Background: an optimization exercise with open tools, aiming at small area, a short achievable clock period and few clock cycles. Do not read the settings as production practice.
RTL that was checked went through simulation tests only; none was proved equivalent to the original.
Function not checked in run 2: the RTL went through the layout flow alone.
Power is estimated from default activity; no workload was simulated.

File: flow/run.sh
#!/bin/bash
# Standard layout, with repair_timing aiming for extra setup slack and plain
# buffers on the ports.
set -euo pipefail
bash standard.sh SETUP_SLACK_MARGIN=10 "BUFFER_PORTS_ARGS=-buffer_cell sky130_fd_sc_hd__buf_2" finish > standard.log 2>&1
File: standard.sh
#!/bin/bash
# synth_recipe.tcl (not shown) runs the flow's synth.tcl, then flattens the netlist and writes it again
# the make line also repeats each setting of config.mk as NAME=value (left out here)
make -C /OpenROAD-flow-scripts/flow DESIGN_CONFIG=/design/flow/config.mk WORK_HOME=/design/flow/orfs CLKGATE_MAP_FILE= SYNTH_SCRIPT=/design/flow/synth_recipe.tcl "${@:-finish}"
File: config.mk
export PLATFORM = sky130hd
export DESIGN_NAME = search_top
export DESIGN_NICKNAME = search_top
export VERILOG_FILES = /design/flow/design.v
export SDC_FILE = /design/flow/constraint.sdc
export NUM_CORES = 4
export LEC_CHECK = 0
export CAP_MARGIN = 20
export CORE_MARGIN = 2
export CORE_UTILIZATION = 60
export CTS_CLUSTER_DIAMETER = 150
export CTS_CLUSTER_SIZE = 25
export SLEW_MARGIN = 20
File: constraint.sdc
create_clock -name core_clock -period 14.0 [get_ports {clk_100mhz}]
set_input_delay 2.8000 -clock core_clock [delete_from_list [all_inputs] [get_ports {clk_100mhz}]]
set_output_delay 2.8000 -clock core_clock [all_outputs]
set_load 0.01 [all_outputs]
File: design.v
package search_pkg;
  typedef logic [15:0] coord_t;
  typedef logic [15:0] vertex_id_t;
  typedef logic [39:0] dist_t;
  typedef logic [7:0] k_t;
  typedef logic [1:0] op_t;
  localparam op_t op_query = 2'd0;
  localparam op_t op_vertex = 2'd1;
  localparam op_t op_end = 2'd2;
endpackage
module sq_tree (
  input  logic [15:0] y,
  input  logic        neg,
  output logic [31:0] s,
  output logic [31:0] c
);
  logic pp_0_1;
  logic pp_0_2;
  logic pp_0_3;
  logic pp_0_4;
  logic pp_0_5;
  logic pp_0_6;
  logic pp_0_7;
  logic pp_0_8;
  logic pp_0_9;
  logic pp_0_10;
  logic pp_0_11;
  logic pp_0_12;
  logic pp_0_13;
  logic pp_0_14;
  logic pp_0_15;
  logic pp_1_2;
  logic pp_1_3;
  logic pp_1_4;
  logic pp_1_5;
  logic pp_1_6;
  logic pp_1_7;
  logic pp_1_8;
  logic pp_1_9;
  logic pp_1_10;
  logic pp_1_11;
  logic pp_1_12;
  logic pp_1_13;
  logic pp_1_14;
  logic pp_1_15;
  logic pp_2_3;
  logic pp_2_4;
  logic pp_2_5;
  logic pp_2_6;
  logic pp_2_7;
  logic pp_2_8;
  logic pp_2_9;
  logic pp_2_10;
  logic pp_2_11;
  logic pp_2_12;
  logic pp_2_13;
  logic pp_2_14;
  logic pp_2_15;
  logic pp_3_4;
  logic pp_3_5;
  logic pp_3_6;
  logic pp_3_7;
  logic pp_3_8;
  logic pp_3_9;
  logic pp_3_10;
  logic pp_3_11;
  logic pp_3_12;
  logic pp_3_13;
  logic pp_3_14;
  logic pp_3_15;
  logic pp_4_5;
  logic pp_4_6;
  logic pp_4_7;
  logic pp_4_8;
  logic pp_4_9;
  logic pp_4_10;
  logic pp_4_11;
  logic pp_4_12;
  logic pp_4_13;
  logic pp_4_14;
  logic pp_4_15;
  logic pp_5_6;
  logic pp_5_7;
  logic pp_5_8;
  logic pp_5_9;
  logic pp_5_10;
  logic pp_5_11;
  logic pp_5_12;
  logic pp_5_13;
  logic pp_5_14;
  logic pp_5_15;
  logic pp_6_7;
  logic pp_6_8;
  logic pp_6_9;
  logic pp_6_10;
  logic pp_6_11;
  logic pp_6_12;
  logic pp_6_13;
  logic pp_6_14;
  logic pp_6_15;
  logic pp_7_8;
  logic pp_7_9;
  logic pp_7_10;
  logic pp_7_11;
  logic pp_7_12;
  logic pp_7_13;
  logic pp_7_14;
  logic pp_7_15;
  logic pp_8_9;
  logic pp_8_10;
  logic pp_8_11;
  logic pp_8_12;
  logic pp_8_13;
  logic pp_8_14;
  logic pp_8_15;
  logic pp_9_10;
  logic pp_9_11;
  logic pp_9_12;
  logic pp_9_13;
  logic pp_9_14;
  logic pp_9_15;
  logic pp_10_11;
  logic pp_10_12;
  logic pp_10_13;
  logic pp_10_14;
  logic pp_10_15;
  logic pp_11_12;
  logic pp_11_13;
  logic pp_11_14;
  logic pp_11_15;
  logic pp_12_13;
  logic pp_12_14;
  logic pp_12_15;
  logic pp_13_14;
  logic pp_13_15;
  logic pp_14_15;
  logic ny_0;
  logic ny_1;
  logic ny_2;
  logic ny_3;
  logic ny_4;
  logic ny_5;
  logic ny_6;
  logic ny_7;
  logic ny_8;
  logic ny_9;
  logic ny_10;
  logic ny_11;
  logic ny_12;
  logic ny_13;
  logic ny_14;
  logic ny_15;
  logic hs0;
  logic hc0;
  logic hs1;
  logic hc1;
  logic hs2;
  logic hc2;
  logic fs3;
  logic fc3;
  logic hs4;
  logic hc4;
  logic fs5;
  logic fc5;
  logic hs6;
  logic hc6;
  logic fs7;
  logic fc7;
  logic fs8;
  logic fc8;
  logic hs9;
  logic hc9;
  logic fs10;
  logic fc10;
  logic fs11;
  logic fc11;
  logic hs12;
  logic hc12;
  logic fs13;
  logic fc13;
  logic fs14;
  logic fc14;
  logic fs15;
  logic fc15;
  logic fs16;
  logic fc16;
  logic fs17;
  logic fc17;
  logic hs18;
  logic hc18;
  logic fs19;
  logic fc19;
  logic fs20;
  logic fc20;
  logic hs21;
  logic hc21;
  logic fs22;
  logic fc22;
  logic hs23;
  logic hc23;
  logic fs24;
  logic fc24;
  logic hs25;
  logic hc25;
  logic hs26;
  logic hc26;
  logic hs27;
  logic hc27;
  logic hs28;
  logic hc28;
  logic hs29;
  logic hc29;
  logic fs30;
  logic fc30;
  logic hs31;
  logic hc31;
  logic fs32;
  logic fc32;
  logic hs33;
  logic hc33;
  logic fs34;
  logic fc34;
  logic fs35;
  logic fc35;
  logic fs36;
  logic fc36;
  logic fs37;
  logic fc37;
  logic fs38;
  logic fc38;
  logic fs39;
  logic fc39;
  logic fs40;
  logic fc40;
  logic fs41;
  logic fc41;
  logic fs42;
  logic fc42;
  logic fs43;
  logic fc43;
  logic fs44;
  logic fc44;
  logic fs45;
  logic fc45;
  logic fs46;
  logic fc46;
  logic fs47;
  logic fc47;
  logic fs48;
  logic fc48;
  logic fs49;
  logic fc49;
  logic fs50;
  logic fc50;
  logic fs51;
  logic fc51;
  logic fs52;
  logic fc52;
  logic fs53;
  logic fc53;
  logic fs54;
  logic fc54;
  logic fs55;
  logic fc55;
  logic fs56;
  logic fc56;
  logic fs57;
  logic fc57;
  logic fs58;
  logic fc58;
  logic fs59;
  logic fc59;
  logic fs60;
  logic fc60;
  logic hs61;
  logic hc61;
  logic fs62;
  logic fc62;
  logic hs63;
  logic hc63;
  logic hs64;
  logic hc64;
  logic hs65;
  logic hc65;
  logic hs66;
  logic hc66;
  logic hs67;
  logic hc67;
  logic fs68;
  logic fc68;
  logic fs69;
  logic fc69;
  logic fs70;
  logic fc70;
  logic fs71;
  logic fc71;
  logic fs72;
  logic fc72;
  logic fs73;
  logic fc73;
  logic fs74;
  logic fc74;
  logic fs75;
  logic fc75;
  logic fs76;
  logic fc76;
  logic fs77;
  logic fc77;
  logic fs78;
  logic fc78;
  logic fs79;
  logic fc79;
  logic fs80;
  logic fc80;
  logic fs81;
  logic fc81;
  logic fs82;
  logic fc82;
  logic fs83;
  logic fc83;
  logic fs84;
  logic fc84;
  logic fs85;
  logic fc85;
  logic fs86;
  logic fc86;
  logic fs87;
  logic fc87;
  logic fs88;
  logic fc88;
  logic hs89;
  logic hc89;
  logic hs90;
  logic hc90;
  logic hs91;
  logic hc91;
  logic hs92;
  logic hc92;
  logic fs93;
  logic fc93;
  logic fs94;
  logic fc94;
  logic fs95;
  logic fc95;
  logic fs96;
  logic fc96;
  logic fs97;
  logic fc97;
  logic fs98;
  logic fc98;
  logic fs99;
  logic fc99;
  logic fs100;
  logic fc100;
  logic fs101;
  logic fc101;
  logic fs102;
  logic fc102;
  logic fs103;
  logic fc103;
  logic fs104;
  logic fc104;
  logic fs105;
  logic fc105;
  logic fs106;
  logic fc106;
  logic fs107;
  logic fc107;
  logic fs108;
  logic fc108;
  logic fs109;
  logic fc109;
  logic fs110;
  logic fc110;
  logic fs111;
  logic fc111;
  logic fs112;
  logic fc112;
  logic fs113;
  logic fc113;
  logic fs114;
  logic fc114;
  logic fs115;
  logic fc115;
  logic fs116;
  logic fc116;
  logic fs117;
  logic fc117;
  logic hs118;
  logic hc118;
  logic hs119;
  logic hc119;
  assign pp_0_1 = y[0] & y[1];
  assign pp_0_2 = y[0] & y[2];
  assign pp_0_3 = y[0] & y[3];
  assign pp_0_4 = y[0] & y[4];
  assign pp_0_5 = y[0] & y[5];
  assign pp_0_6 = y[0] & y[6];
  assign pp_0_7 = y[0] & y[7];
  assign pp_0_8 = y[0] & y[8];
  assign pp_0_9 = y[0] & y[9];
  assign pp_0_10 = y[0] & y[10];
  assign pp_0_11 = y[0] & y[11];
  assign pp_0_12 = y[0] & y[12];
  assign pp_0_13 = y[0] & y[13];
  assign pp_0_14 = y[0] & y[14];
  assign pp_0_15 = y[0] & y[15];
  assign pp_1_2 = y[1] & y[2];
  assign pp_1_3 = y[1] & y[3];
  assign pp_1_4 = y[1] & y[4];
  assign pp_1_5 = y[1] & y[5];
  assign pp_1_6 = y[1] & y[6];
  assign pp_1_7 = y[1] & y[7];
  assign pp_1_8 = y[1] & y[8];
  assign pp_1_9 = y[1] & y[9];
  assign pp_1_10 = y[1] & y[10];
  assign pp_1_11 = y[1] & y[11];
  assign pp_1_12 = y[1] & y[12];
  assign pp_1_13 = y[1] & y[13];
  assign pp_1_14 = y[1] & y[14];
  assign pp_1_15 = y[1] & y[15];
  assign pp_2_3 = y[2] & y[3];
  assign pp_2_4 = y[2] & y[4];
  assign pp_2_5 = y[2] & y[5];
  assign pp_2_6 = y[2] & y[6];
  assign pp_2_7 = y[2] & y[7];
  assign pp_2_8 = y[2] & y[8];
  assign pp_2_9 = y[2] & y[9];
  assign pp_2_10 = y[2] & y[10];
  assign pp_2_11 = y[2] & y[11];
  assign pp_2_12 = y[2] & y[12];
  assign pp_2_13 = y[2] & y[13];
  assign pp_2_14 = y[2] & y[14];
  assign pp_2_15 = y[2] & y[15];
  assign pp_3_4 = y[3] & y[4];
  assign pp_3_5 = y[3] & y[5];
  assign pp_3_6 = y[3] & y[6];
  assign pp_3_7 = y[3] & y[7];
  assign pp_3_8 = y[3] & y[8];
  assign pp_3_9 = y[3] & y[9];
  assign pp_3_10 = y[3] & y[10];
  assign pp_3_11 = y[3] & y[11];
  assign pp_3_12 = y[3] & y[12];
  assign pp_3_13 = y[3] & y[13];
  assign pp_3_14 = y[3] & y[14];
  assign pp_3_15 = y[3] & y[15];
  assign pp_4_5 = y[4] & y[5];
  assign pp_4_6 = y[4] & y[6];
  assign pp_4_7 = y[4] & y[7];
  assign pp_4_8 = y[4] & y[8];
  assign pp_4_9 = y[4] & y[9];
  assign pp_4_10 = y[4] & y[10];
  assign pp_4_11 = y[4] & y[11];
  assign pp_4_12 = y[4] & y[12];
  assign pp_4_13 = y[4] & y[13];
  assign pp_4_14 = y[4] & y[14];
  assign pp_4_15 = y[4] & y[15];
  assign pp_5_6 = y[5] & y[6];
  assign pp_5_7 = y[5] & y[7];
  assign pp_5_8 = y[5] & y[8];
  assign pp_5_9 = y[5] & y[9];
  assign pp_5_10 = y[5] & y[10];
  assign pp_5_11 = y[5] & y[11];
  assign pp_5_12 = y[5] & y[12];
  assign pp_5_13 = y[5] & y[13];
  assign pp_5_14 = y[5] & y[14];
  assign pp_5_15 = y[5] & y[15];
  assign pp_6_7 = y[6] & y[7];
  assign pp_6_8 = y[6] & y[8];
  assign pp_6_9 = y[6] & y[9];
  assign pp_6_10 = y[6] & y[10];
  assign pp_6_11 = y[6] & y[11];
  assign pp_6_12 = y[6] & y[12];
  assign pp_6_13 = y[6] & y[13];
  assign pp_6_14 = y[6] & y[14];
  assign pp_6_15 = y[6] & y[15];
  assign pp_7_8 = y[7] & y[8];
  assign pp_7_9 = y[7] & y[9];
  assign pp_7_10 = y[7] & y[10];
  assign pp_7_11 = y[7] & y[11];
  assign pp_7_12 = y[7] & y[12];
  assign pp_7_13 = y[7] & y[13];
  assign pp_7_14 = y[7] & y[14];
  assign pp_7_15 = y[7] & y[15];
  assign pp_8_9 = y[8] & y[9];
  assign pp_8_10 = y[8] & y[10];
  assign pp_8_11 = y[8] & y[11];
  assign pp_8_12 = y[8] & y[12];
  assign pp_8_13 = y[8] & y[13];
  assign pp_8_14 = y[8] & y[14];
  assign pp_8_15 = y[8] & y[15];
  assign pp_9_10 = y[9] & y[10];
  assign pp_9_11 = y[9] & y[11];
  assign pp_9_12 = y[9] & y[12];
  assign pp_9_13 = y[9] & y[13];
  assign pp_9_14 = y[9] & y[14];
  assign pp_9_15 = y[9] & y[15];
  assign pp_10_11 = y[10] & y[11];
  assign pp_10_12 = y[10] & y[12];
  assign pp_10_13 = y[10] & y[13];
  assign pp_10_14 = y[10] & y[14];
  assign pp_10_15 = y[10] & y[15];
  assign pp_11_12 = y[11] & y[12];
  assign pp_11_13 = y[11] & y[13];
  assign pp_11_14 = y[11] & y[14];
  assign pp_11_15 = y[11] & y[15];
  assign pp_12_13 = y[12] & y[13];
  assign pp_12_14 = y[12] & y[14];
  assign pp_12_15 = y[12] & y[15];
  assign pp_13_14 = y[13] & y[14];
  assign pp_13_15 = y[13] & y[15];
  assign pp_14_15 = y[14] & y[15];
  assign ny_0 = y[0] & neg;
  assign ny_1 = y[1] & neg;
  assign ny_2 = y[2] & neg;
  assign ny_3 = y[3] & neg;
  assign ny_4 = y[4] & neg;
  assign ny_5 = y[5] & neg;
  assign ny_6 = y[6] & neg;
  assign ny_7 = y[7] & neg;
  assign ny_8 = y[8] & neg;
  assign ny_9 = y[9] & neg;
  assign ny_10 = y[10] & neg;
  assign ny_11 = y[11] & neg;
  assign ny_12 = y[12] & neg;
  assign ny_13 = y[13] & neg;
  assign ny_14 = y[14] & neg;
  assign ny_15 = y[15] & neg;
  assign hs0 = pp_0_15 ^ pp_1_14;
  assign hc0 = pp_0_15 & pp_1_14;
  assign hs1 = pp_0_9 ^ pp_1_8;
  assign hc1 = pp_0_9 & pp_1_8;
  assign hs2 = pp_0_10 ^ pp_1_9;
  assign hc2 = pp_0_10 & pp_1_9;
  assign fs3 = pp_0_11 ^ pp_1_10 ^ pp_2_9;
  assign fc3 = (pp_0_11 & pp_1_10) | (pp_0_11 & pp_2_9) | (pp_1_10 & pp_2_9);
  assign hs4 = pp_3_8 ^ pp_4_7;
  assign hc4 = pp_3_8 & pp_4_7;
  assign fs5 = pp_0_12 ^ pp_1_11 ^ pp_2_10;
  assign fc5 = (pp_0_12 & pp_1_11) | (pp_0_12 & pp_2_10) | (pp_1_11 & pp_2_10);
  assign hs6 = pp_3_9 ^ pp_4_8;
  assign hc6 = pp_3_9 & pp_4_8;
  assign fs7 = pp_0_13 ^ pp_1_12 ^ pp_2_11;
  assign fc7 = (pp_0_13 & pp_1_12) | (pp_0_13 & pp_2_11) | (pp_1_12 & pp_2_11);
  assign fs8 = pp_3_10 ^ pp_4_9 ^ pp_5_8;
  assign fc8 = (pp_3_10 & pp_4_9) | (pp_3_10 & pp_5_8) | (pp_4_9 & pp_5_8);
  assign hs9 = pp_6_7 ^ y[7];
  assign hc9 = pp_6_7 & y[7];
  assign fs10 = pp_0_14 ^ pp_1_13 ^ pp_2_12;
  assign fc10 = (pp_0_14 & pp_1_13) | (pp_0_14 & pp_2_12) | (pp_1_13 & pp_2_12);
  assign fs11 = pp_3_11 ^ pp_4_10 ^ pp_5_9;
  assign fc11 = (pp_3_11 & pp_4_10) | (pp_3_11 & pp_5_9) | (pp_4_10 & pp_5_9);
  assign hs12 = pp_6_8 ^ ny_14;
  assign hc12 = pp_6_8 & ny_14;
  assign fs13 = hs0 ^ pp_2_13 ^ pp_3_12;
  assign fc13 = (hs0 & pp_2_13) | (hs0 & pp_3_12) | (pp_2_13 & pp_3_12);
  assign fs14 = pp_4_11 ^ pp_5_10 ^ pp_6_9;
  assign fc14 = (pp_4_11 & pp_5_10) | (pp_4_11 & pp_6_9) | (pp_5_10 & pp_6_9);
  assign fs15 = pp_7_8 ^ y[8] ^ ny_15;
  assign fc15 = (pp_7_8 & y[8]) | (pp_7_8 & ny_15) | (y[8] & ny_15);
  assign fs16 = pp_1_15 ^ pp_2_14 ^ pp_3_13;
  assign fc16 = (pp_1_15 & pp_2_14) | (pp_1_15 & pp_3_13) | (pp_2_14 & pp_3_13);
  assign fs17 = pp_4_12 ^ pp_5_11 ^ pp_6_10;
  assign fc17 = (pp_4_12 & pp_5_11) | (pp_4_12 & pp_6_10) | (pp_5_11 & pp_6_10);
  assign hs18 = pp_7_9 ^ hc0;
  assign hc18 = pp_7_9 & hc0;
  assign fs19 = pp_2_15 ^ pp_3_14 ^ pp_4_13;
  assign fc19 = (pp_2_15 & pp_3_14) | (pp_2_15 & pp_4_13) | (pp_3_14 & pp_4_13);
  assign fs20 = pp_5_12 ^ pp_6_11 ^ pp_7_10;
  assign fc20 = (pp_5_12 & pp_6_11) | (pp_5_12 & pp_7_10) | (pp_6_11 & pp_7_10);
  assign hs21 = pp_8_9 ^ y[9];
  assign hc21 = pp_8_9 & y[9];
  assign fs22 = pp_3_15 ^ pp_4_14 ^ pp_5_13;
  assign fc22 = (pp_3_15 & pp_4_14) | (pp_3_15 & pp_5_13) | (pp_4_14 & pp_5_13);
  assign hs23 = pp_6_12 ^ pp_7_11;
  assign hc23 = pp_6_12 & pp_7_11;
  assign fs24 = pp_4_15 ^ pp_5_14 ^ pp_6_13;
  assign fc24 = (pp_4_15 & pp_5_14) | (pp_4_15 & pp_6_13) | (pp_5_14 & pp_6_13);
  assign hs25 = pp_7_12 ^ pp_8_11;
  assign hc25 = pp_7_12 & pp_8_11;
  assign hs26 = pp_5_15 ^ pp_6_14;
  assign hc26 = pp_5_15 & pp_6_14;
  assign hs27 = pp_6_15 ^ pp_7_14;
  assign hc27 = pp_6_15 & pp_7_14;
  assign hs28 = pp_0_5 ^ pp_1_4;
  assign hc28 = pp_0_5 & pp_1_4;
  assign hs29 = pp_0_6 ^ pp_1_5;
  assign hc29 = pp_0_6 & pp_1_5;
  assign fs30 = pp_0_7 ^ pp_1_6 ^ pp_2_5;
  assign fc30 = (pp_0_7 & pp_1_6) | (pp_0_7 & pp_2_5) | (pp_1_6 & pp_2_5);
  assign hs31 = pp_3_4 ^ y[4];
  assign hc31 = pp_3_4 & y[4];
  assign fs32 = pp_0_8 ^ pp_1_7 ^ pp_2_6;
  assign fc32 = (pp_0_8 & pp_1_7) | (pp_0_8 & pp_2_6) | (pp_1_7 & pp_2_6);
  assign hs33 = pp_3_5 ^ ny_8;
  assign hc33 = pp_3_5 & ny_8;
  assign fs34 = hs1 ^ pp_2_7 ^ pp_3_6;
  assign fc34 = (hs1 & pp_2_7) | (hs1 & pp_3_6) | (pp_2_7 & pp_3_6);
  assign fs35 = pp_4_5 ^ y[5] ^ ny_9;
  assign fc35 = (pp_4_5 & y[5]) | (pp_4_5 & ny_9) | (y[5] & ny_9);
  assign fs36 = hs2 ^ pp_2_8 ^ pp_3_7;
  assign fc36 = (hs2 & pp_2_8) | (hs2 & pp_3_7) | (pp_2_8 & pp_3_7);
  assign fs37 = pp_4_6 ^ ny_10 ^ hc1;
  assign fc37 = (pp_4_6 & ny_10) | (pp_4_6 & hc1) | (ny_10 & hc1);
  assign fs38 = fs3 ^ hs4 ^ pp_5_6;
  assign fc38 = (fs3 & hs4) | (fs3 & pp_5_6) | (hs4 & pp_5_6);
  assign fs39 = y[6] ^ ny_11 ^ hc2;
  assign fc39 = (y[6] & ny_11) | (y[6] & hc2) | (ny_11 & hc2);
  assign fs40 = fs5 ^ hs6 ^ pp_5_7;
  assign fc40 = (fs5 & hs6) | (fs5 & pp_5_7) | (hs6 & pp_5_7);
  assign fs41 = ny_12 ^ fc3 ^ hc4;
  assign fc41 = (ny_12 & fc3) | (ny_12 & hc4) | (fc3 & hc4);
  assign fs42 = fs7 ^ fs8 ^ hs9;
  assign fc42 = (fs7 & fs8) | (fs7 & hs9) | (fs8 & hs9);
  assign fs43 = ny_13 ^ fc5 ^ hc6;
  assign fc43 = (ny_13 & fc5) | (ny_13 & hc6) | (fc5 & hc6);
  assign fs44 = fs10 ^ fs11 ^ hs12;
  assign fc44 = (fs10 & fs11) | (fs10 & hs12) | (fs11 & hs12);
  assign fs45 = fc7 ^ fc8 ^ hc9;
  assign fc45 = (fc7 & fc8) | (fc7 & hc9) | (fc8 & hc9);
  assign fs46 = fs13 ^ fs14 ^ fs15;
  assign fc46 = (fs13 & fs14) | (fs13 & fs15) | (fs14 & fs15);
  assign fs47 = fc10 ^ fc11 ^ hc12;
  assign fc47 = (fc10 & fc11) | (fc10 & hc12) | (fc11 & hc12);
  assign fs48 = fs16 ^ fs17 ^ hs18;
  assign fc48 = (fs16 & fs17) | (fs16 & hs18) | (fs17 & hs18);
  assign fs49 = fc13 ^ fc14 ^ fc15;
  assign fc49 = (fc13 & fc14) | (fc13 & fc15) | (fc14 & fc15);
  assign fs50 = fs19 ^ fs20 ^ hs21;
  assign fc50 = (fs19 & fs20) | (fs19 & hs21) | (fs20 & hs21);
  assign fs51 = fc16 ^ fc17 ^ hc18;
  assign fc51 = (fc16 & fc17) | (fc16 & hc18) | (fc17 & hc18);
  assign fs52 = fs22 ^ hs23 ^ pp_8_10;
  assign fc52 = (fs22 & hs23) | (fs22 & pp_8_10) | (hs23 & pp_8_10);
  assign fs53 = fc19 ^ fc20 ^ hc21;
  assign fc53 = (fc19 & fc20) | (fc19 & hc21) | (fc20 & hc21);
  assign fs54 = fs24 ^ hs25 ^ pp_9_10;
  assign fc54 = (fs24 & hs25) | (fs24 & pp_9_10) | (hs25 & pp_9_10);
  assign fs55 = y[10] ^ fc22 ^ hc23;
  assign fc55 = (y[10] & fc22) | (y[10] & hc23) | (fc22 & hc23);
  assign fs56 = hs26 ^ pp_7_13 ^ pp_8_12;
  assign fc56 = (hs26 & pp_7_13) | (hs26 & pp_8_12) | (pp_7_13 & pp_8_12);
  assign fs57 = pp_9_11 ^ fc24 ^ hc25;
  assign fc57 = (pp_9_11 & fc24) | (pp_9_11 & hc25) | (fc24 & hc25);
  assign fs58 = hs27 ^ pp_8_13 ^ pp_9_12;
  assign fc58 = (hs27 & pp_8_13) | (hs27 & pp_9_12) | (pp_8_13 & pp_9_12);
  assign fs59 = pp_10_11 ^ y[11] ^ hc26;
  assign fc59 = (pp_10_11 & y[11]) | (pp_10_11 & hc26) | (y[11] & hc26);
  assign fs60 = pp_7_15 ^ pp_8_14 ^ pp_9_13;
  assign fc60 = (pp_7_15 & pp_8_14) | (pp_7_15 & pp_9_13) | (pp_8_14 & pp_9_13);
  assign hs61 = pp_10_12 ^ hc27;
  assign hc61 = pp_10_12 & hc27;
  assign fs62 = pp_8_15 ^ pp_9_14 ^ pp_10_13;
  assign fc62 = (pp_8_15 & pp_9_14) | (pp_8_15 & pp_10_13) | (pp_9_14 & pp_10_13);
  assign hs63 = pp_11_12 ^ y[12];
  assign hc63 = pp_11_12 & y[12];
  assign hs64 = pp_9_15 ^ pp_10_14;
  assign hc64 = pp_9_15 & pp_10_14;
  assign hs65 = pp_10_15 ^ pp_11_14;
  assign hc65 = pp_10_15 & pp_11_14;
  assign hs66 = pp_0_3 ^ pp_1_2;
  assign hc66 = pp_0_3 & pp_1_2;
  assign hs67 = pp_0_4 ^ pp_1_3;
  assign hc67 = pp_0_4 & pp_1_3;
  assign fs68 = hs28 ^ pp_2_3 ^ y[3];
  assign fc68 = (hs28 & pp_2_3) | (hs28 & y[3]) | (pp_2_3 & y[3]);
  assign fs69 = hs29 ^ pp_2_4 ^ ny_6;
  assign fc69 = (hs29 & pp_2_4) | (hs29 & ny_6) | (pp_2_4 & ny_6);
  assign fs70 = fs30 ^ hs31 ^ ny_7;
  assign fc70 = (fs30 & hs31) | (fs30 & ny_7) | (hs31 & ny_7);
  assign fs71 = fs32 ^ hs33 ^ fc30;
  assign fc71 = (fs32 & hs33) | (fs32 & fc30) | (hs33 & fc30);
  assign fs72 = fs34 ^ fs35 ^ fc32;
  assign fc72 = (fs34 & fs35) | (fs34 & fc32) | (fs35 & fc32);
  assign fs73 = fs36 ^ fs37 ^ fc34;
  assign fc73 = (fs36 & fs37) | (fs36 & fc34) | (fs37 & fc34);
  assign fs74 = fs38 ^ fs39 ^ fc36;
  assign fc74 = (fs38 & fs39) | (fs38 & fc36) | (fs39 & fc36);
  assign fs75 = fs40 ^ fs41 ^ fc38;
  assign fc75 = (fs40 & fs41) | (fs40 & fc38) | (fs41 & fc38);
  assign fs76 = fs42 ^ fs43 ^ fc40;
  assign fc76 = (fs42 & fs43) | (fs42 & fc40) | (fs43 & fc40);
  assign fs77 = fs44 ^ fs45 ^ fc42;
  assign fc77 = (fs44 & fs45) | (fs44 & fc42) | (fs45 & fc42);
  assign fs78 = fs46 ^ fs47 ^ fc44;
  assign fc78 = (fs46 & fs47) | (fs46 & fc44) | (fs47 & fc44);
  assign fs79 = fs48 ^ fs49 ^ fc46;
  assign fc79 = (fs48 & fs49) | (fs48 & fc46) | (fs49 & fc46);
  assign fs80 = fs50 ^ fs51 ^ fc48;
  assign fc80 = (fs50 & fs51) | (fs50 & fc48) | (fs51 & fc48);
  assign fs81 = fs52 ^ fs53 ^ fc50;
  assign fc81 = (fs52 & fs53) | (fs52 & fc50) | (fs53 & fc50);
  assign fs82 = fs54 ^ fs55 ^ fc52;
  assign fc82 = (fs54 & fs55) | (fs54 & fc52) | (fs55 & fc52);
  assign fs83 = fs56 ^ fs57 ^ fc54;
  assign fc83 = (fs56 & fs57) | (fs56 & fc54) | (fs57 & fc54);
  assign fs84 = fs58 ^ fs59 ^ fc56;
  assign fc84 = (fs58 & fs59) | (fs58 & fc56) | (fs59 & fc56);
  assign fs85 = fs60 ^ hs61 ^ fc58;
  assign fc85 = (fs60 & hs61) | (fs60 & fc58) | (hs61 & fc58);
  assign fs86 = fs62 ^ hs63 ^ fc60;
  assign fc86 = (fs62 & hs63) | (fs62 & fc60) | (hs63 & fc60);
  assign fs87 = hs64 ^ pp_11_13 ^ fc62;
  assign fc87 = (hs64 & pp_11_13) | (hs64 & fc62) | (pp_11_13 & fc62);
  assign fs88 = hs65 ^ pp_12_13 ^ y[13];
  assign fc88 = (hs65 & pp_12_13) | (hs65 & y[13]) | (pp_12_13 & y[13]);
  assign hs89 = pp_11_15 ^ pp_12_14;
  assign hc89 = pp_11_15 & pp_12_14;
  assign hs90 = pp_12_15 ^ pp_13_14;
  assign hc90 = pp_12_15 & pp_13_14;
  assign hs91 = pp_0_1 ^ y[1];
  assign hc91 = pp_0_1 & y[1];
  assign hs92 = pp_0_2 ^ ny_2;
  assign hc92 = pp_0_2 & ny_2;
  assign fs93 = hs66 ^ y[2] ^ ny_3;
  assign fc93 = (hs66 & y[2]) | (hs66 & ny_3) | (y[2] & ny_3);
  assign fs94 = hs67 ^ ny_4 ^ hc66;
  assign fc94 = (hs67 & ny_4) | (hs67 & hc66) | (ny_4 & hc66);
  assign fs95 = fs68 ^ ny_5 ^ hc67;
  assign fc95 = (fs68 & ny_5) | (fs68 & hc67) | (ny_5 & hc67);
  assign fs96 = fs69 ^ hc28 ^ fc68;
  assign fc96 = (fs69 & hc28) | (fs69 & fc68) | (hc28 & fc68);
  assign fs97 = fs70 ^ hc29 ^ fc69;
  assign fc97 = (fs70 & hc29) | (fs70 & fc69) | (hc29 & fc69);
  assign fs98 = fs71 ^ hc31 ^ fc70;
  assign fc98 = (fs71 & hc31) | (fs71 & fc70) | (hc31 & fc70);
  assign fs99 = fs72 ^ hc33 ^ fc71;
  assign fc99 = (fs72 & hc33) | (fs72 & fc71) | (hc33 & fc71);
  assign fs100 = fs73 ^ fc35 ^ fc72;
  assign fc100 = (fs73 & fc35) | (fs73 & fc72) | (fc35 & fc72);
  assign fs101 = fs74 ^ fc37 ^ fc73;
  assign fc101 = (fs74 & fc37) | (fs74 & fc73) | (fc37 & fc73);
  assign fs102 = fs75 ^ fc39 ^ fc74;
  assign fc102 = (fs75 & fc39) | (fs75 & fc74) | (fc39 & fc74);
  assign fs103 = fs76 ^ fc41 ^ fc75;
  assign fc103 = (fs76 & fc41) | (fs76 & fc75) | (fc41 & fc75);
  assign fs104 = fs77 ^ fc43 ^ fc76;
  assign fc104 = (fs77 & fc43) | (fs77 & fc76) | (fc43 & fc76);
  assign fs105 = fs78 ^ fc45 ^ fc77;
  assign fc105 = (fs78 & fc45) | (fs78 & fc77) | (fc45 & fc77);
  assign fs106 = fs79 ^ fc47 ^ fc78;
  assign fc106 = (fs79 & fc47) | (fs79 & fc78) | (fc47 & fc78);
  assign fs107 = fs80 ^ fc49 ^ fc79;
  assign fc107 = (fs80 & fc49) | (fs80 & fc79) | (fc49 & fc79);
  assign fs108 = fs81 ^ fc51 ^ fc80;
  assign fc108 = (fs81 & fc51) | (fs81 & fc80) | (fc51 & fc80);
  assign fs109 = fs82 ^ fc53 ^ fc81;
  assign fc109 = (fs82 & fc53) | (fs82 & fc81) | (fc53 & fc81);
  assign fs110 = fs83 ^ fc55 ^ fc82;
  assign fc110 = (fs83 & fc55) | (fs83 & fc82) | (fc55 & fc82);
  assign fs111 = fs84 ^ fc57 ^ fc83;
  assign fc111 = (fs84 & fc57) | (fs84 & fc83) | (fc57 & fc83);
  assign fs112 = fs85 ^ fc59 ^ fc84;
  assign fc112 = (fs85 & fc59) | (fs85 & fc84) | (fc59 & fc84);
  assign fs113 = fs86 ^ hc61 ^ fc85;
  assign fc113 = (fs86 & hc61) | (fs86 & fc85) | (hc61 & fc85);
  assign fs114 = fs87 ^ hc63 ^ fc86;
  assign fc114 = (fs87 & hc63) | (fs87 & fc86) | (hc63 & fc86);
  assign fs115 = fs88 ^ hc64 ^ fc87;
  assign fc115 = (fs88 & hc64) | (fs88 & fc87) | (hc64 & fc87);
  assign fs116 = hs89 ^ hc65 ^ fc88;
  assign fc116 = (hs89 & hc65) | (hs89 & fc88) | (hc65 & fc88);
  assign fs117 = hs90 ^ y[14] ^ hc89;
  assign fc117 = (hs90 & y[14]) | (hs90 & hc89) | (y[14] & hc89);
  assign hs118 = pp_13_15 ^ hc90;
  assign hc118 = pp_13_15 & hc90;
  assign hs119 = pp_14_15 ^ y[15];
  assign hc119 = pp_14_15 & y[15];
  assign s = {hc119, hs119, hs118, fs117, fs116, fs115, fs114, fs113, fs112, fs111, fs110, fs109, fs108, fs107, fs106, fs105, fs104, fs103, fs102, fs101, fs100, fs99, fs98, fs97, fs96, fs95, fs94, fs93, hs92, hs91, ny_0, y[0]};
  assign c = {1'b0, hc118, fc117, fc116, fc115, fc114, fc113, fc112, fc111, fc110, fc109, fc108, fc107, fc106, fc105, fc104, fc103, fc102, fc101, fc100, fc99, fc98, fc97, fc96, fc95, fc94, fc93, hc92, hc91, ny_1, 1'b0, neg};
endmodule
`timescale 1ns/1ps
module search_top
#(
  parameter int DIM = 4,
  parameter int PQ_LENGTH = 5,
  parameter int IN_DEPTH = 4,
  parameter int OUT_CREDITS = 2
) (
  input  logic                   clk_100mhz,
  input  logic                   sys_rst,
  input  logic                   in_valid,
  input  logic [1:0]             in_op,
  input  logic [$clog2(DIM)-1:0] in_index,
  input  logic [15:0]            in_data,
  input  logic [15:0]            in_id,
  output logic                   in_credit,
  output logic                   res_valid,
  output logic [15:0]            res_id,
  output logic [39:0]            res_dist,
  output logic                   res_last,
  input  logic                   out_credit
);
  localparam int DW = 35;    
  localparam int NQ = PQ_LENGTH;
  logic in_q, in_c, in_e;
  assign in_q = in_valid && (in_op == 2'd0);
  assign in_c = in_valid && (in_op == 2'd1);
  assign in_e = in_valid && (in_op == 2'd2);
  logic       busy;       
  logic       cq;         
  logic [2:0] owed;       
  logic [3:0] nfree;      
  logic       withhold;
  logic       credit_d;
  logic       r_e, d_e, s_e, pe, drain_on;
  logic [2:0] owed_inc, owed_dec;
  logic [3:0] nfree_inc;
  logic       nfree_full;
  assign owed_inc   = owed + 3'd1;
  assign owed_dec   = owed - 3'd1;
  assign nfree_inc  = nfree + 4'd1;
  assign nfree_full = (nfree > 4'd3 + 4'(owed));
  assign busy     = r_e || d_e || s_e || pe || drain_on;
  assign withhold = busy && nfree_full && (in_c || in_e);
  assign credit_d = (in_valid && !withhold) || (!busy && (owed != 3'd0));
  always_ff @(posedge clk_100mhz) begin
    if (sys_rst) begin
      in_credit <= 1'b0;
      owed      <= 3'd0;
      nfree     <= 4'd0;
      cq        <= 1'b0;
    end else begin
      in_credit <= credit_d;
      if (in_valid && withhold) begin
        owed <= owed_inc;
      end else if (!in_valid && !busy && owed != 3'd0) begin
        owed <= owed_dec;
      end
      if (!busy) begin
        nfree <= 4'd0;
      end else if (in_c || in_e) begin
        nfree <= nfree_inc;
      end
      if (in_e) begin
        cq <= 1'b0;
      end else if (in_c && in_index == 2'(DIM - 1)) begin
        cq <= 1'b1;
      end
    end
  end
  logic [15:0] cand_id;
  always_ff @(posedge clk_100mhz) begin
    if (in_c && in_index == 2'(DIM - 1)) begin
      cand_id <= in_id;
    end
  end
  logic        r_q, r_c;
  logic [1:0]  r_idx;
  logic [15:0] r_data;
  always_ff @(posedge clk_100mhz) begin
    if (sys_rst) begin
      r_q <= 1'b0;
      r_c <= 1'b0;
      r_e <= 1'b0;
    end else begin
      r_q <= in_q;
      r_c <= in_c;
      r_e <= in_e && cq;
    end
    r_idx  <= in_index;
    r_data <= in_data;
  end
  logic [15:0] qry [DIM];
  always_ff @(posedge clk_100mhz) begin
    if (r_q) begin
      qry[r_idx] <= r_data;
    end
  end
  logic        d_c, d_first, d_last;
  logic [15:0] d_y;       
  logic        d_neg;     
  logic [16:0] sub;
  logic [15:0] qsel;
  logic [2:0]  k_clamp;
  assign qsel = qry[r_idx];
  assign sub  = {1'b0, r_data} - {1'b0, qsel};
  always_comb begin
    if (r_data[7:0] == 8'd0) begin
      k_clamp = 3'd1;
    end else if (r_data[7:0] > 8'(PQ_LENGTH)) begin
      k_clamp = 3'(PQ_LENGTH);
    end else begin
      k_clamp = r_data[2:0];
    end
  end
  always_ff @(posedge clk_100mhz) begin
    if (sys_rst) begin
      d_c <= 1'b0;
      d_e <= 1'b0;
    end else begin
      d_c <= r_c;
      d_e <= r_e;
    end
    d_first <= (r_idx == 2'd0);
    d_last  <= (r_idx == 2'(DIM - 1));
    d_y     <= (sub[15:0] ^ {16{sub[16]}}) & {16{r_c}};
    d_neg   <= sub[16] && r_c;
  end
  logic [31:0] sq_s, sq_c;
  logic [31:0] s_s, s_cy;
  logic        s_c, s_first, s_last;
  sq_tree sq0 (
    .y(d_y),
    .neg(d_neg),
    .s(sq_s),
    .c(sq_c)
  );
  always_ff @(posedge clk_100mhz) begin
    if (sys_rst) begin
      s_c <= 1'b0;
      s_e <= 1'b0;
    end else begin
      s_c <= d_c;
      s_e <= d_e;
    end
    s_first <= d_first;
    s_last  <= d_last;
    s_s     <= sq_s;
    s_cy    <= sq_c;
  end
  logic [DW-1:0] acc;
  logic          a_done;    
  logic          take;      
  logic [DW-1:0] acc_in, csa_x, csa_y;
  assign acc_in = (s_c && s_first) ? DW'(0) : acc;
  assign csa_x  = acc_in ^ DW'(s_s) ^ DW'(s_cy);
  assign csa_y  = ((acc_in & DW'(s_s)) | (acc_in & DW'(s_cy)) | (DW'(s_s) & DW'(s_cy))) << 1;
  always_ff @(posedge clk_100mhz) begin
    acc <= csa_x + csa_y;
  end
  always_ff @(posedge clk_100mhz) begin
    if (sys_rst) begin
      a_done <= 1'b0;
    end else begin
      a_done <= (s_c && s_last) || (a_done && !take);
    end
  end
  logic [DW-1:0] n_d;
  logic [15:0]   n_id;
  logic          n_valid;
  logic [1:0]    n_ph;      
  logic          n_c2, n_r1, n_r2;    
  logic [2:0]    pe_k;      
  logic          start;     
  logic [2:0]    n_p;       
  logic          ins;
  logic          step;
  logic          beat;
  logic          last_beat;
  logic [DW-1:0] q_d  [NQ];
  logic [15:0]   q_id [NQ];
  logic [2:0]    q_rk [NQ];
  logic [2:0]    q_cnt;
  logic [2:0]    sel_rk;    
  logic [NQ-1:0] sel_hit;
  logic [DW-1:0] sel_d;
  logic [15:0]   sel_id;
  logic          r_le;
  logic [2:0]    dr_j;      
  logic [2:0]    dr_rk;     
  logic [2:0]    n_plo;     
  logic          n_drop;    
  assign take = a_done && (!n_valid || ins) && !pe;
  always_comb begin
    case (n_ph)
      2'd0:    n_plo = 3'd0;
      2'd1:    n_plo = n_c2 ? 3'd3 : 3'd0;
      2'd2:    n_plo = {n_c2, n_r1} == 2'b11 ? 3'd4 : {n_c2, n_r1} == 2'b10 ? 3'd3 :
                       {n_c2, n_r1} == 2'b01 ? 3'd2 : 3'd0;
      default: n_plo = n_p;
    endcase
  end
  assign n_drop = n_valid && (n_plo >= pe_k);
  logic n_gone;
  assign n_gone = n_drop && pe && !drain_on && !ins;
  assign step = n_valid && (n_ph != 2'd3) && !drain_on;
  assign ins  = n_valid && (n_ph == 2'd3) && !drain_on;
  always_comb begin
    if (drain_on) begin
      sel_rk = dr_rk;
    end else begin
      case (n_ph)
        2'd0:    sel_rk = 3'd2;
        2'd1:    sel_rk = n_c2 ? 3'd3 : 3'd1;
        2'd2:    sel_rk = n_c2 ? 3'd4 : 3'd0;
        default: sel_rk = 3'd0;
      endcase
    end
    sel_d  = '0;
    sel_id = '0;
    for (int i = 0; i < NQ; i++) begin
      sel_hit[i] = (q_rk[i] == sel_rk);
      sel_d  = sel_d  | (q_d[i]  & {DW{sel_hit[i]}});
      sel_id = sel_id | (q_id[i] & {16{sel_hit[i]}});
    end
    r_le = (sel_rk < q_cnt) && (sel_d <= n_d);
    case ({n_c2, n_r1})
      2'b00:   n_p = n_r2 ? 3'd1 : 3'd0;
      2'b01:   n_p = 3'd2;
      2'b10:   n_p = 3'd3;
      default: n_p = n_r2 ? 3'd5 : 3'd4;
    endcase
  end
  always_ff @(posedge clk_100mhz) begin
    if (take) begin
      n_d  <= acc;
      n_id <= cand_id;
    end
  end
  always_ff @(posedge clk_100mhz) begin
    if (sys_rst) begin
      n_valid <= 1'b0;
      n_ph    <= 2'd3;
      n_c2    <= 1'b0;
      n_r1    <= 1'b0;
      n_r2    <= 1'b0;
    end else begin
      n_valid <= take || (n_valid && !ins && !n_gone);
      if (take) begin
        n_ph <= 2'd0;
      end else if (ins || n_gone) begin
        n_ph <= 2'd3;
      end else if (last_beat && n_valid) begin
        n_ph <= 2'd0;
      end else if (step) begin
        n_ph <= n_ph + 2'd1;
      end
      if (step && n_ph == 2'd0) begin
        n_c2 <= r_le;
      end
      if (step && n_ph == 2'd1) begin
        n_r1 <= r_le;
      end
      if (step && n_ph == 2'd2) begin
        n_r2 <= r_le;
      end
    end
  end
  logic [2:0]    top_rk;    
  logic [NQ-1:0] wr;
  logic          ins_take;
  assign top_rk   = (q_cnt == 3'(NQ)) ? 3'(NQ - 1) : q_cnt;
  assign ins_take = ins && (n_p != 3'(NQ));
  always_comb begin
    for (int i = 0; i < NQ; i++) begin
      wr[i] = ins_take && (q_rk[i] == top_rk);
    end
  end
  always_ff @(posedge clk_100mhz) begin
    for (int i = 0; i < NQ; i++) begin
      if (wr[i]) begin
        q_d[i]  <= n_d;
        q_id[i] <= n_id;
      end
    end
  end
  always_ff @(posedge clk_100mhz) begin
    if (sys_rst) begin
      for (int i = 0; i < NQ; i++) begin
        q_rk[i] <= 3'(i);
      end
      q_cnt <= 3'd0;
    end else begin
      if (last_beat) begin
        q_cnt <= 3'd0;
      end else if (ins_take && q_cnt != 3'(NQ)) begin
        q_cnt <= q_cnt + 3'd1;
      end
      if (ins_take) begin
        for (int i = 0; i < NQ; i++) begin
          if (wr[i]) begin
            q_rk[i] <= n_p;
          end else if (q_rk[i] >= n_p && q_rk[i] < top_rk) begin
            q_rk[i] <= q_rk[i] + 3'd1;
          end
        end
      end
    end
  end
  logic [DW-1:0] h_d;
  logic [15:0]   h_id;
  always_ff @(posedge clk_100mhz) begin
    if (ins_take && n_p == 3'd0) begin
      h_d  <= n_d;
      h_id <= n_id;
    end else begin
      h_d  <= sel_d;
      h_id <= sel_id;
    end
  end
  logic [2:0] dr_left;    
  logic [1:0] cred;       
  logic [2:0] dr_nxt;
  logic [1:0] cred_nxt;
  assign beat      = res_valid;
  assign last_beat = res_valid && res_last;
  assign start     = pe && !drain_on && (!n_valid || ins);
  always_ff @(posedge clk_100mhz) begin
    if (sys_rst) begin
      pe <= 1'b0;
    end else begin
      pe <= s_e || (pe && !start);
    end
    if (r_e) begin
      pe_k <= k_clamp;
    end
  end
  always_comb begin
    cred_nxt = cred - 2'(beat) + 2'(out_credit);
    dr_nxt   = dr_left;
    if (last_beat) begin
      dr_nxt = 3'd0;
    end else if (beat) begin
      dr_nxt = dr_left - 3'd1;
    end else if (start) begin
      dr_nxt = pe_k;
    end
  end
  logic [2:0] j_nxt;
  logic [2:0] cnt_nxt;
  logic       rv_nxt;     
  assign rv_nxt = (dr_nxt != 3'd0) && (cred_nxt != 2'd0);
  always_comb begin
    j_nxt = dr_j;
    if (last_beat) begin
      j_nxt = 3'd0;
    end else if (beat) begin
      j_nxt = dr_j + 3'd1;
    end
    cnt_nxt = q_cnt;
    if (last_beat) begin
      cnt_nxt = 3'd0;
    end else if (ins_take && q_cnt != 3'(NQ)) begin
      cnt_nxt = q_cnt + 3'd1;
    end
  end
  always_ff @(posedge clk_100mhz) begin
    if (sys_rst) begin
      dr_j  <= 3'd0;
      dr_rk <= 3'd0;
    end else begin
      dr_j  <= j_nxt;
      dr_rk <= rv_nxt ? j_nxt + 3'd1 : j_nxt;
    end
  end
  always_ff @(posedge clk_100mhz) begin
    if (sys_rst) begin
      dr_left   <= 3'd0;
      drain_on  <= 1'b0;
      cred      <= 2'(OUT_CREDITS);
      res_valid <= 1'b0;
    end else begin
      dr_left   <= dr_nxt;
      drain_on  <= (dr_nxt != 3'd0);
      cred      <= cred_nxt;
      res_valid <= rv_nxt;
    end
    res_last <= (dr_nxt == 3'd1) || (j_nxt + 3'd1 >= cnt_nxt);
  end
  assign res_id   = h_id;
  assign res_dist = {5'd0, h_d};
endmodule
==> results of run 1 <==
cells in the final DEF (no fill, tap or decap), types with 15 or more instances in the layout:
| master | instances |
|---|---|
| edfxtp_1 | 389 |
| dfxtp_1 | 238 |
| inv_1 | 179 |
| ha_1 | 168 |
| and2_1 | 148 |
| fa_1 | 118 |
| nand2_1 | 117 |
| nor2_1 | 99 |
| buf_2 | 92 |
| a21oi_1 | 60 |
| xnor2_1 | 56 |
| a222oi_1 | 51 |
| a22oi_1 | 51 |
| a21o_1 | 43 |
| o21ai_0 | 38 |
| mux2_2 | 35 |
| clkbuf_16 | 30 |
| xor2_1 | 28 |
| nand2b_1 | 26 |
| nand3_1 | 24 |
| nor2b_1 | 22 |
| a31oi_1 | 22 |
| clkbuf_1 | 22 |
| buf_4 | 22 |
| a211oi_1 | 19 |
| o21ai_1 | 17 |
| nand4_1 | 17 |
| mux4_2 | 16 |
| mux2i_1 | 15 |
state kept, by name (all words and copies together) (netlist names), 30 cells and up:
| register | flops |
|---|---|
| q_d | 175 |
| s_s | 32 |
| q_id | 80 |
| n_d | 35 |
| h_d | 35 |
| acc | 35 |
| s_cy | 30 |
| qry | 64 |
worst paths after layout:
kind,to,cells past startpoint
max,res_dist[25],1
min,s_first$_DFF_P_,0
max reg2reg,n_r1$_SDFFE_PP0P_,21
min reg2reg,s_first$_DFF_P_,0
cells by family (layout without fill, tap and decap cells):
| kind of cell | count (synthesis) | in the layout | share of synthesized area (%) |
|---|---|---|---|
| DFF | 632 | 632 | 56.3 |
| and+or+nand+nor | 517 | 517 | 9.11 |
| AOI/OAI and AO/OA | 385 | 385 | 9.52 |
| adders and majority gates | 294 | 294 | 15.6 |
| buffers and inverters | 275 | 371 | 3.77 |
| xor gates and xnor gates | 87 | 87 | 2.59 |
| muxes | 67 | 67 | 3.15 |
| other | 1 | 5 | 0.0128 |
synthesized netlist by cell type, types with 18 or more instances:
library cell / instances / area [um2]
o21ai_0: 42 / 210
a22oi_1: 51 / 383
fa_1: 119 / 2380
o21ai_1: 18 / 90.1
xnor2_1: 56 / 490
a21o_1: 43 / 323
and2_1: 148 / 926
nor2b_1: 24 / 150
edfxtp_1: 389 / 11700
nor2_1: 101 / 379
ha_1: 175 / 2190
nand3_1: 25 / 125
a21oi_1: 62 / 310
xor2_1: 31 / 272
clkbuf_1: 56 / 210
a211oi_1: 20 / 150
dfxtp_1: 243 / 4860
mux2_2: 35 / 394
nand2b_1: 26 / 163
inv_1: 187 / 702
nand2_1: 119 / 447
a31oi_1: 22 / 138
a222oi_1: 51 / 510
worst register-to-register path, stage by stage, from the launching register on:
cell and delay [ns]:
dfxtp_4 0.39, inv_4 0.09, ha_4 0.19, a21oi_4 0.07, o31ai_4 0.21, buf_12 0.16
xor2_4 0.17, a211oi_4 0.06, buf_12 0.17, buf_12 0.14, buf_4 0.14, a222oi_1 0.33
nand2_1 0.12, ha_1 0.31, nand4_1 0.13, nor2_2 0.16, nand2_2 0.11, nor4_4 0.34
o31ai_4 0.13, o2111ai_2 0.10, o21ai_2 0.12, a32o_1 0.22
where the power goes:
group	leakage, nW	switching, W	total [W]	internal [W]
Sequential	5.50	0.0000516	0.00209	0.00203
Combinational	7.02	0.000217	0.000394	0.000177
Clock	0.403	0.000564	0.000965	0.000401
area by class of cell:
type / count / area, um2 / area share, %
sequential: 632 / 16600 / 51.9
tap: 622 / 778 / 2.44
timing repair buffer: 130 / 953 / 2.99
inverter: 188 / 711 / 2.23
multi-input combinational: 1355 / 12000 / 37.8
clock inverter: 2 / 40.0 / 0.126
clock buffer: 51 / 808 / 2.53
layer usage:
metal  global-route usage, %  share of wire [%]  up-vias
met3                    2.11                3.7       87
li1                        -                  -     8215
met4                    5.92                2.3        0
met1                    32.0                 45     8671
met5                       0                  0        -
met2                    41.6                 49      370
per-stage QoR:
step	setup WS, ns	util [%]
after floorplan	9.89	-
after global placement	9.12	62.6
after detailed placement	9.09	62.6
after CTS	10.00	65.1
after global routing	9.85	65.6
final	10.03	65.6
what timing repair did:
action | CTS | global route
gates resized for setup | 42 | 30
cloned | 3 | 1
pin swaps | 7 | 18
buffers inserted | 6 | 9
endpoints found under the setup margin | 7 | 22
==> reports/qor.csv, run 1 <==
stage,metric,value,unit
clock_network,clkTransAtPathRegs,0.10,ns
sta,worst_pin_slew,1.01,ns
synthesis,yosysWarnings,4,
synthesis,yosys.cell_types.count,74,
die,core_area,48600,um2
drt,viasPerCell,5.82,
final_layout,antennaDiodeCount,0,
sta,max_slew_margin,32.5,%
run,maxCapViolCount,0,
power,ir_worst_vdd,129,uV
outcome,status,finished clean,
sta,period_minus_slack,3.97,ns
drt,drc,0,
worst_setup_path,slowest_stage,dfxtp_1,
synthesis,synth-seq-cells,632,
min_path,hp-start,d_first$_DFF_P_,
worst_setup_path,end_kind,output port,
clock_network,clock_latency,0.64,ns
drt,dr.first_iter.drc_count,1252,
worst_setup_path,path_buf_inv,1,
synthesis,syn_avg_cell_area,13.0,um2
min_path,hold_path_class,flip-flop to flip-flop,
drt,drt-total-wl,59.8,mm
power,p_leak,12.9,nW
grt,overflow,0,
synthesis,syn_area,29400,um2
worst_setup_path,crit_family,flip-flops,
place,placed_area,30500,um2
drt,first_pass_iters,6,
grt,grt_pass1_vias,17582,
grt,grtUsageTotal,23.7,%
final_layout,postLayoutCellArea,31900,um2
worst_setup_path,required,11.20,ns
place,place_congestion,0.830,
final_layout,layout-drive-gt1-share,11.5,%
grt,grt_pass1_wl,94.7,mm
drt,wl_per_cell,20.1,um
sta,grt_setup_unrepaired,true,
clock_network,cts.sinks,632,
die,die_y,225,um
synthesis,ys.flop_type,edfxtp_1,
clock_network,clock_path_buffers,3,
worst_setup_path,worstPathCellList,buf_2,
clock_network,cts_hold_buf,0,
worst_setup_path,r2r_setup_slack,10.06,ns
clock_network,cts.htree.levels,1,
power,p_per_area,108,nW/um2
synthesis,synth_edf_count,389,
grt,grt_start_max_net_pins,69,
synthesis,ys_seq_area_share,56.3,%
worst_setup_path,critPathArrivalTime,1.17,ns
sta,tns,0,ns
worst_setup_path,r2r_start,n_ph[1]$_SDFFE_PP1P_,
drt,detail-route-antenna-nets,0,
die,initial_utilization,60.4,%
power,power,0.00344,W
final_layout,syn2layout_area_growth,8.53,%
die,rows,81,
worst_setup_path,crit_path_start_kind,flip-flop,
clock_network,cts_tree,built,
synthesis,netlist_instances,2258,
worst_setup_path,cp-startpoint,h_d[25]$_DFF_P_,
sta,slew_viol_final,0,
final_layout,stdcell_count,2980,
sta,finClkSkew,0.0371,ns
die,io_pins,99,
worst_setup_path,cpPeakStageDelay,0.39,ns
sta,finalCritPeriodShare,28.3,%
place,numPortBuffers,93,
worst_setup_path,cp_max_fo,1,
synthesis,ys_async_sr_fraction,0,%
place,dp.cells,2908,
final_layout,fin_nets,2670,
die,die_area,50800,um2
sta,worst_hold_slack,0.336,ns
sta,setup_viol,0,
clock_network,numCtsBuffers,29,
clock_network,cts_root_buffer,clkbuf_16,
place,dp_hpwl,38.0,mm
die,die_w,225,um
worst_setup_path,path_class,flip-flop to output port,
drt,vias,17343,
sta,finalHoldViolCount,0,
grt,antenna_found_initial,0,
sta,fmax,252,MHz
final_layout,n_fill_cell,3607,
Testbench counts, summed over its fixed seeds: cycles 18,948.
==> run 2: changes to the inputs <==
--- a/design.v
+++ b/design.v
@@ -940,7 +940,8 @@
   logic [15:0]   n_id;
   logic          n_valid;
   logic [1:0]    n_ph;      
-  logic          n_c2, n_r1, n_r2;    
+  logic          n_last;    
+  logic          n_c2, n_r1;  
   logic [2:0]    pe_k;      
   logic          start;     
   logic [2:0]    n_p;       
@@ -965,9 +966,9 @@
   always_comb begin
     case (n_ph)
       2'd0:    n_plo = 3'd0;
-      2'd1:    n_plo = n_c2 ? 3'd3 : 3'd0;
-      2'd2:    n_plo = {n_c2, n_r1} == 2'b11 ? 3'd4 : {n_c2, n_r1} == 2'b10 ? 3'd3 :
-                       {n_c2, n_r1} == 2'b01 ? 3'd2 : 3'd0;
+      2'd1:    n_plo = n_last ? 3'd3 : 3'd0;
+      2'd2:    n_plo = {n_c2, n_last} == 2'b11 ? 3'd4 : {n_c2, n_last} == 2'b10 ? 3'd3 :
+                       {n_c2, n_last} == 2'b01 ? 3'd2 : 3'd0;
       default: n_plo = n_p;
     endcase
   end
@@ -982,7 +983,7 @@
     end else begin
       case (n_ph)
         2'd0:    sel_rk = 3'd2;
-        2'd1:    sel_rk = n_c2 ? 3'd3 : 3'd1;
+        2'd1:    sel_rk = n_last ? 3'd3 : 3'd1;
         2'd2:    sel_rk = n_c2 ? 3'd4 : 3'd0;
         default: sel_rk = 3'd0;
       endcase
@@ -996,10 +997,10 @@
     end
     r_le = (sel_rk < q_cnt) && (sel_d <= n_d);
     case ({n_c2, n_r1})
-      2'b00:   n_p = n_r2 ? 3'd1 : 3'd0;
+      2'b00:   n_p = n_last ? 3'd1 : 3'd0;
       2'b01:   n_p = 3'd2;
       2'b10:   n_p = 3'd3;
-      default: n_p = n_r2 ? 3'd5 : 3'd4;
+      default: n_p = n_last ? 3'd5 : 3'd4;
     endcase
   end
   always_ff @(posedge clk_100mhz) begin
@@ -1007,6 +1008,7 @@
       n_d  <= acc;
       n_id <= cand_id;
     end
+    n_last <= r_le;
   end
   always_ff @(posedge clk_100mhz) begin
     if (sys_rst) begin
@@ -1014,7 +1016,6 @@
       n_ph    <= 2'd3;
       n_c2    <= 1'b0;
       n_r1    <= 1'b0;
-      n_r2    <= 1'b0;
     end else begin
       n_valid <= take || (n_valid && !ins && !n_gone);
       if (take) begin
@@ -1026,14 +1027,11 @@
       end else if (step) begin
         n_ph <= n_ph + 2'd1;
       end
-      if (step && n_ph == 2'd0) begin
-        n_c2 <= r_le;
-      end
       if (step && n_ph == 2'd1) begin
-        n_r1 <= r_le;
+        n_c2 <= n_last;
       end
       if (step && n_ph == 2'd2) begin
-        n_r2 <= r_le;
+        n_r1 <= n_last;
       end
     end
   end
==> run 2 against run 1 <==
Compared with the run above:
- design area is 0.86% lower
- non-clock buffer count is 12 lower
- critical endpoint is now n_last$_DFF_P_
- register-to-register slack hardly changed
- via count is 1.8% lower
- global-route usage is 0.62 points lower
- highest routed layer unchanged
==> reports/qor.csv, run 2 <==
stage,metric,value,unit,change
outcome,status,finished clean,,
worst_setup_path,path_buf_inv,3,,+2
worst_setup_path,r2r_setup_slack,10.05,ns,about the same
drt,viasPerCell,5.66,,-2.7%
place,placed_area,30600,um2,+0.54%
drt,wl_per_cell,19.2,um,-4.1%
worst_setup_path,slowest_stage,buf_8,,
sta,tns,0,ns,unchanged
grt,antenna_found_initial,0,,unchanged
sta,period_minus_slack,3.95,ns,-0.0222 ns
die,die_area,50900,um2,+0.27%
drt,detail-route-antenna-nets,0,,unchanged
final_layout,fin_nets,2657,,-0.49%
synthesis,synth_top_cell_by_area,edfxtp_1,,
final_layout,largest_reg_flops,175,,unchanged
final_layout,stdcell_count,3007,,+0.91%
worst_setup_path,path_class,flip-flop to flip-flop,,
die,die_w,226,um,+0.14%
worst_setup_path,cp.depth,18,,+17
die,io_pins,99,,unchanged
die,rows,81,,unchanged
final_layout,multi_input_area,12000,um2,-0.34%
final_layout,n_fill_cell,3685,,+2.2%
sta,finalHoldViolCount,0,,unchanged
worst_setup_path,crit_family,compound AO/OA/AOI/OAI gates,,
drt,drc,0,,unchanged
final_layout,antennaDiodeCount,0,,unchanged
die,die_y,226,um,+0.14%
worst_setup_path,cpPeakStageDelay,0.41,ns,+0.02 ns
final_layout,mostFrequentLayoutCells,"edfxtp_1 (389), dfxtp_1 (240), inv_1 (180)",,
power,p_per_area,112,nW/um2,+4.1%
synthesis,ys.flop_type,edfxtp_1,,
worst_setup_path,cp-startpoint,n_ph[0]$_SDFFE_PP1P_,,
place,numPortBuffers,93,,unchanged
clock_network,numCtsBuffers,29,,unchanged
die,core_area,48700,um2,+0.21%
synthesis,syn_avg_cell_area,13.1,um2,+0.50%
worst_setup_path,worstPathCellList,"inv_1, ha_1, and3b_1, a21oi_1, buf_4, o21ai_0, a211oi_4, buf_8, a22oi_1, nand2_1, ha_1, and3_1, a221oi_1, o21ai_0, a21oi_1, nand2_1, o2bb2ai_1, o22ai_1",,
final_layout,layout-drive-gt1-share,10.6,%,-0.91 points
worst_setup_path,critPathArrivalTime,4.50,ns,+3.33 ns
clock_network,clkTransAtPathRegs,0.10,ns,about the same
final_layout,postLayoutCellArea,31600,um2,-0.86%
synthesis,synth_most_common_cell,edfxtp_1,,
sta,setup_viol,0,,unchanged
synthesis,synth_commonest_cells,"edfxtp_1 (389), dfxtp_1 (243), inv_1 (184)",,
synthesis,ys_seq_area_share,56.1,%,-0.16 points
grt,overflow,0,,unchanged
worst_setup_path,cp_max_fo,51,,+50
final_layout,syn2layout_area_growth,7.29,%,
place,place_congestion,0.840,,+1.2%
place,dp.cells,2947,,+1.3%
clock_network,clock_latency,0.62,ns,-0.02 ns
grt,grt_start_max_net_pins,69,,unchanged
sta,slew_viol_final,0,,unchanged
clock_network,cts_root_buffer,clkbuf_16,,
synthesis,ys_top_cells_by_area,"edfxtp_1 (40%), dfxtp_1 (17%), fa_1 (8.1%), ha_1 (7.5%), and2_1 (3.0%)",,
synthesis,synth_edf_count,389,,unchanged
drt,dr.first_iter.drc_count,1230,,-1.8%
synthesis,syn_area,29500,um2,+0.28%
worst_setup_path,r2r_start,n_ph[0]$_SDFFE_PP1P_,,
min_path,hp-start,d_first$_DFF_P_,,
worst_setup_path,crit_path_start_kind,flip-flop,,
worst_setup_path,reg2reg_to,n_last$_DFF_P_,,
min_path,hold_path_class,flip-flop to flip-flop,,
clock_network,clock_path_buffers,3,,unchanged
worst_setup_path,required,14.55,ns,+3.35 ns
clock_network,cts_tree,built,,
worst_setup_path,end_kind,flip-flop,,
power,p_leak,12.9,nW,-0.15%
drt,drt-total-wl,57.9,mm,-3.3%
power,ir_worst_vdd,116,uV,-11%
power,p_sw_share,24.9,%,+0.76 points
synthesis,synth_top_area_share,39.6,%,-0.11 points
sta,worst_pin_slew,1.12,ns,+0.111 ns
worst_setup_path,endpoint,n_last$_DFF_P_,,
synthesis,yosys.cell_types.count,75,,+1.4%
sta,fmax,253,MHz,+0.56%
place,dp_hpwl,37.1,mm,-2.2%
sta,grt_setup_unrepaired,true,,
final_layout,largestRegisters,"q_d (175), q_id (80), qry (64)",,
grt,grt_pass1_wl,92.6,mm,-2.3%
power,switching_power,0.000886,W,+6.4%
drt,vias,17024,,-1.8%
drt,first_pass_iters,8,,+2
clock_network,cts.sinks,632,,unchanged
clock_network,cts.htree.levels,1,,unchanged
final_layout,final_util,64.9,%,-0.70 points
run,maxCapViolCount,0,,unchanged
synthesis,netlist_instances,2253,,-0.22%
sta,finalCritPeriodShare,28.2,%,-0.16 points
power,power_frac_seq,59.2,%,-1.3 points
final_layout,register_area,16600,um2,about the same
synthesis,ys_async_sr_fraction,0,%,unchanged
grt,grt_pass1_vias,17235,,-2.0%
power,power_frac_comb,13.9,%,+2.5 points
die,initial_utilization,60.5,%,about the same
final_layout,regMostFlops,q_d,,
worst_setup_path,rr_worst_depth,18,,-14%
synthesis,yosysWarnings,4,,unchanged
grt,grtUsageTotal,23.1,%,-0.62 points
sta,finClkSkew,0.0256,ns,-0.0115 ns
synthesis,synth-seq-cells,632,,unchanged
power,internal_power,0.00267,W,+2.1%
power,clkPwrFrac,26.9,%,-1.1 points
final_layout,final_common_cell,edfxtp_1,,
sta,max_slew_margin,25.2,%,-7.3 points
[run 2: how the worst min path moves through the flow]
stage	slack [ns]	cells after the start	to
3_5_place_dp	0.32	0	s_first$_DFF_P_
3_3_place_gp	0.31	0	s_last$_DFF_P_
4_1_cts	0.34	0	s_first$_DFF_P_
2_1_floorplan	0.31	0	s_first$_DFF_P_
5_1_grt	0.35	0	s_first$_DFF_P_
6_report	0.34	0	s_first$_DFF_P_
[run 2: stage by stage]
stage,power (W),worst slack (ns),hold slack [ns]
floorplan,0.00250,9.88,0.310
global placement,0.00262,9.60,0.312
detailed placement,0.00263,9.52,0.323
CTS,0.00359,10.01,0.343
global route,0.00372,9.78,0.347
finish,0.00355,10.05,0.342
[run 2: worst register-to-register path, stage by stage, from the launching register on]
cell and delay, ns:
dfxtp_1 0.38, inv_1 0.10, ha_1 0.26, and3b_1 0.18, a21oi_1 0.11, buf_4 0.25
o21ai_0 0.17, a211oi_4 0.22, buf_8 0.41, a22oi_1 0.20, nand2_1 0.15, ha_1 0.26
and3_1 0.20, a221oi_1 0.30, o21ai_0 0.18, a21oi_1 0.17, nand2_1 0.07, o2bb2ai_1 0.16
o22ai_1 0.15
[run 2: per-layer routing]
| metal | wire length (um) | global-route usage [%] |
|---|---|---|
| met4 | 1210 | 5.19 |
| met5 | 0 | 0 |
| met3 | 2160 | 1.94 |
| met2 | 28400 | 40.5 |
| met1 | 26100 | 31.5 |
[run 2: timing repair]
action | 4_1_cts | 5_1_grt
pin swaps | 1 | 2
setup buffers | 4 | 4
gates cloned | 0 | 0
gates resized for setup | 18 | 6
endpoints found under the setup margin | 14 | 8
hold buffers | 0 | 0
[run 2: layout make-up]
| cell class | instances | share of cell area, % |
|---|---|---|
| Timing Repair Buffer | 118 | 2.19 |
| Tap cell | 664 | 2.63 |
| Inverter | 185 | 2.20 |
| Multi-Input combinational cell | 1356 | 38.0 |
| Clock inverter | 2 | 0.127 |
| Sequential cell | 632 | 52.4 |
| Clock buffer | 50 | 2.54 |
[run 2: power groups by stage]
stage	sequential (W)	combinational, W	clock [W]
6_report	0.00210	0.000494	0.000956
5_1_grt	0.00211	0.000558	0.00105
4_1_cts	0.00211	0.000493	0.000987
3_5_place_dp	0.00215	0.000484	0
3_3_place_gp	0.00215	0.000473	0
2_1_floorplan	0.00212	0.000385	0
[run 2: cells by family (layout without fill, tap and decap cells)]
family / after synthesis / count (layout) / share of synthesized area, %
flops: 632 / 632 / 56.1
simple gates: 522 / 522 / 9.09
compound gates: 375 / 375 / 9.23
fa+ha+maj: 295 / 295 / 15.6
buf+inv: 269 / 355 / 3.68
xor+xnor: 91 / 91 / 2.70
mux: 68 / 68 / 3.60
other cells: 1 / 5 / 0.0127

what the ideal ports hide:
The flow's constraints put no driver on any port. The routed layouts listed below were extracted and timed again, unchanged, in two steps. Step 1 (the two cells are an assumption about what drives the block):
set clk [get_ports {clk_100mhz}]
set_driving_cell -lib_cell sky130_fd_sc_hd__clkbuf_16 $clk
set_driving_cell -lib_cell sky130_fd_sc_hd__buf_2 [delete_from_list [all_inputs] $clk]
Step 2 also shifts input and output timing later by t, the mid clock arrival at the registers, as if the neighbouring blocks saw the same clock. a / b / c = ideal ports / drivers / drivers and shift; a / b = the first two.
| run | t (ns) | setup slack, ns | clock arrival spread, ns | cell pins on the clock port's net |
|---|---|---|---|---|
| run 1 | 0.673 | 10.032 / 9.976 / 9.555 | 0.047 / 0.047 | 1 |
| run 2 | 0.668 | 10.055 / 10.011 / 9.553 | 0.033 / 0.032 | 1 |
After both steps setup and hold are still met in every run listed. The setup slack of run 2, which loses most, moves by -0.044 ns with the drivers and by -0.502 ns with both steps.
